This design comes from an exercise in tuning for small area, a short achievable clock period and few clock cycles per item on the open sky130 flow, not from production work.
Where RTL was checked, it was by simulation tests only, not by an equivalence proof against the original.
Power and IR drop assume default switching activity.

## masked_byte_pattern_search
module masked_byte_pattern_search (
  input  wire          clk_i,
  input  wire          rst_ni,
  input  wire          cfg_we_i,
  input  wire [5:0]    cfg_pattern_length_i,
  input  wire          in_valid_i,
  output logic         in_ready_o,
  input  wire          mode_i,
  input  wire [4:0]    element_index_i,
  input  wire [7:0]    byte_value_i,
  input  wire          wildcard_req_i,
  input  wire          last_byte_i,
  output logic         out_valid_o,
  input  wire          out_ready_i,
  output logic         found_o,
  output logic [15:0]  match_offset_o
);
  localparam int unsigned PatternMax = 32;
  localparam int unsigned IdxW       = 5;
  localparam int unsigned ByteW      = 8;
  localparam int unsigned CountW     = 16;
  localparam logic        ModeScan   = 1'b1;
  logic [5:0]        len_q;
  logic              busy_q;
  logic              in_valid_q, b_scan_q, b_last_q;
  logic              closed_q;    
  logic              rep_q;       
  logic              en_q;        
  logic [CountW-1:0] off_q;       
  logic              out_valid_q, found_q;
  logic              accept, apply, exec, scan, match, hit;
  logic              taken_q, fresh_q, match_q, match_use;
  logic              ld_go_q, ld_wild_q;
  logic [IdxW-1:0]   ld_idx_q;
  logic [ByteW-1:0]  ld_data_q;
  logic              rep_cur, en_cur, sat;
  logic [CountW-1:0] off_cur;
  logic [CountW:0]   off_inc;
  ...
==> flow/config.mk <==
export PLATFORM = sky130hd
export DESIGN_NAME = masked_byte_pattern_search
export DESIGN_NICKNAME = masked_byte_pattern_search
export VERILOG_FILES = /design/flow/design.v
export SDC_FILE = /design/flow/constraint.sdc
export NUM_CORES = 4
export LEC_CHECK = 0
export CAP_MARGIN = 20
export CORE_MARGIN = 2
export CORE_UTILIZATION = 40
export CTS_CLUSTER_DIAMETER = 100
export CTS_CLUSTER_SIZE = 30
export SETUP_SLACK_MARGIN = 3.84
export SLEW_MARGIN = 20
export TNS_END_PERCENT = 0
==> flow/constraint.sdc <==
create_clock -name core_clock -period 7.0 [get_ports {clk_i}]
set_input_delay 1.4000 -clock core_clock [delete_from_list [all_inputs] [get_ports {clk_i}]]
set_output_delay 1.4000 -clock core_clock [all_outputs]
set_load 0.01 [all_outputs]
run.sh (not shown) runs the stock make flow with config.mk's settings and CLKGATE_MAP_FILE= SYNTH_SCRIPT=/design/flow/synth_recipe.tcl, a recipe that flattens the netlist after the stock synthesis.
Testbench counts at the start, summed over its fixed seeds: cycles 35,837, items 35,633.
Edit:
Settings changed: SETUP_SLACK_MARGIN 3.84 to 3.9, TNS_END_PERCENT 0 to not set.
Effect: The new run ran to the end with no violations; critical path depth came out lower by 9; wire length came out higher by 1.0%; total power came out higher by 0.61%.

---

masked_byte_pattern_search, a different RTL version from the one above (not shown whole).
Size in the first run: roughly 590 flip-flops, ~46 I/O pins, roughly 0.024 mm^2 of cells after synthesis.
Settings: LEC_CHECK=0, CAP_MARGIN=20, CORE_MARGIN=2, CORE_UTILIZATION=40, CTS_CLUSTER_DIAMETER=100, CTS_CLUSTER_SIZE=30, SETUP_SLACK_MARGIN=3.9, SLEW_MARGIN=20, SYNTH_HIERARCHICAL=1; clock period 7.0 ns.
==> next run, changes <==
==> flow/flow/run.sh (new file) <==
#!/bin/bash
# Layout: the standard flow (standard.sh, unchanged synthesis) with two changes:
# the port buffers start as plain buffers (buf_4) rather than the resizer's default pick,
# and the out_ready_i / in_ready_o pins, joined by the only port-to-port path, are placed
# next to each other. The whole make output goes to flow_make.log in this folder.
set -euo pipefail
bash standard.sh \
  "BUFFER_PORTS_ARGS=-buffer_cell sky130_fd_sc_hd__buf_4" \
  "PLACE_PINS_ARGS=-group_pins {out_ready_i in_ready_o}" \
  finish > flow_make.log 2>&1
==> flow/standard.sh (new file) <==
#!/bin/bash
# synth_recipe.tcl (not shown) runs the flow's synth.tcl, then flattens the netlist and writes it again
# the make line also repeats each setting of config.mk as NAME=value (left out here)
make -C /OpenROAD-flow-scripts/flow DESIGN_CONFIG=/design/flow/config.mk WORK_HOME=/design/flow/orfs CLKGATE_MAP_FILE= SYNTH_SCRIPT=/design/flow/synth_recipe.tcl "${@:-finish}"
removed: flow/run.sh
Result:
- clock power decreases by about 7%
- routed wire length grows by 3.4%
- via count is higher by 1.0%
- maximum frequency climbs by 5.1%
No functional check of the RTL was part of any run of this note.

port drivers added, routing unchanged:
Ports are ideal in the flow. The routed layouts listed here were re-timed in OpenROAD. Step 1, drivers: a clkbuf_16 drives clk_i and a buf_2 each remaining input, both assumed. Step 2 times the ports against the registers' clock, not the clock port: input delays grow and output delays shrink by t, the midpoint of the rising clock arrivals with the driver on. Slacks: ideal ports / drivers / drivers and shift; pairs: ideal ports / drivers.
run | shift t [ns] | slack for setup (ns) | hold WS [ns] | worst setup path at the end | worst register clock-pin slew, ns
the first run of note 1 | 0.650 | 3.781 / 3.769 / 3.549 | 0.435 / 0.435 / 0.435 | input to register | 0.12 / 0.12
the second run of note 1 | 0.649 | 3.843 / 3.801 / 3.564 | 0.439 / 0.439 / 0.439 | input to register | 0.12 / 0.12
the first run of note 2 | 0.644 | 3.525 / 3.525 / 3.525 | 0.512 / 0.512 / 0.512 | register to register | 0.12 / 0.12
the second run of note 2 | 0.651 | 3.693 / 3.693 / 3.420 | 0.471 / 0.471 / 0.471 | input to register | 0.12 / 0.12
After both steps setup and hold are still met in every run listed. For the second run of note 1, which loses most, drivers alone change the setup slack by -0.042 ns; drivers and shift together by -0.279 ns.
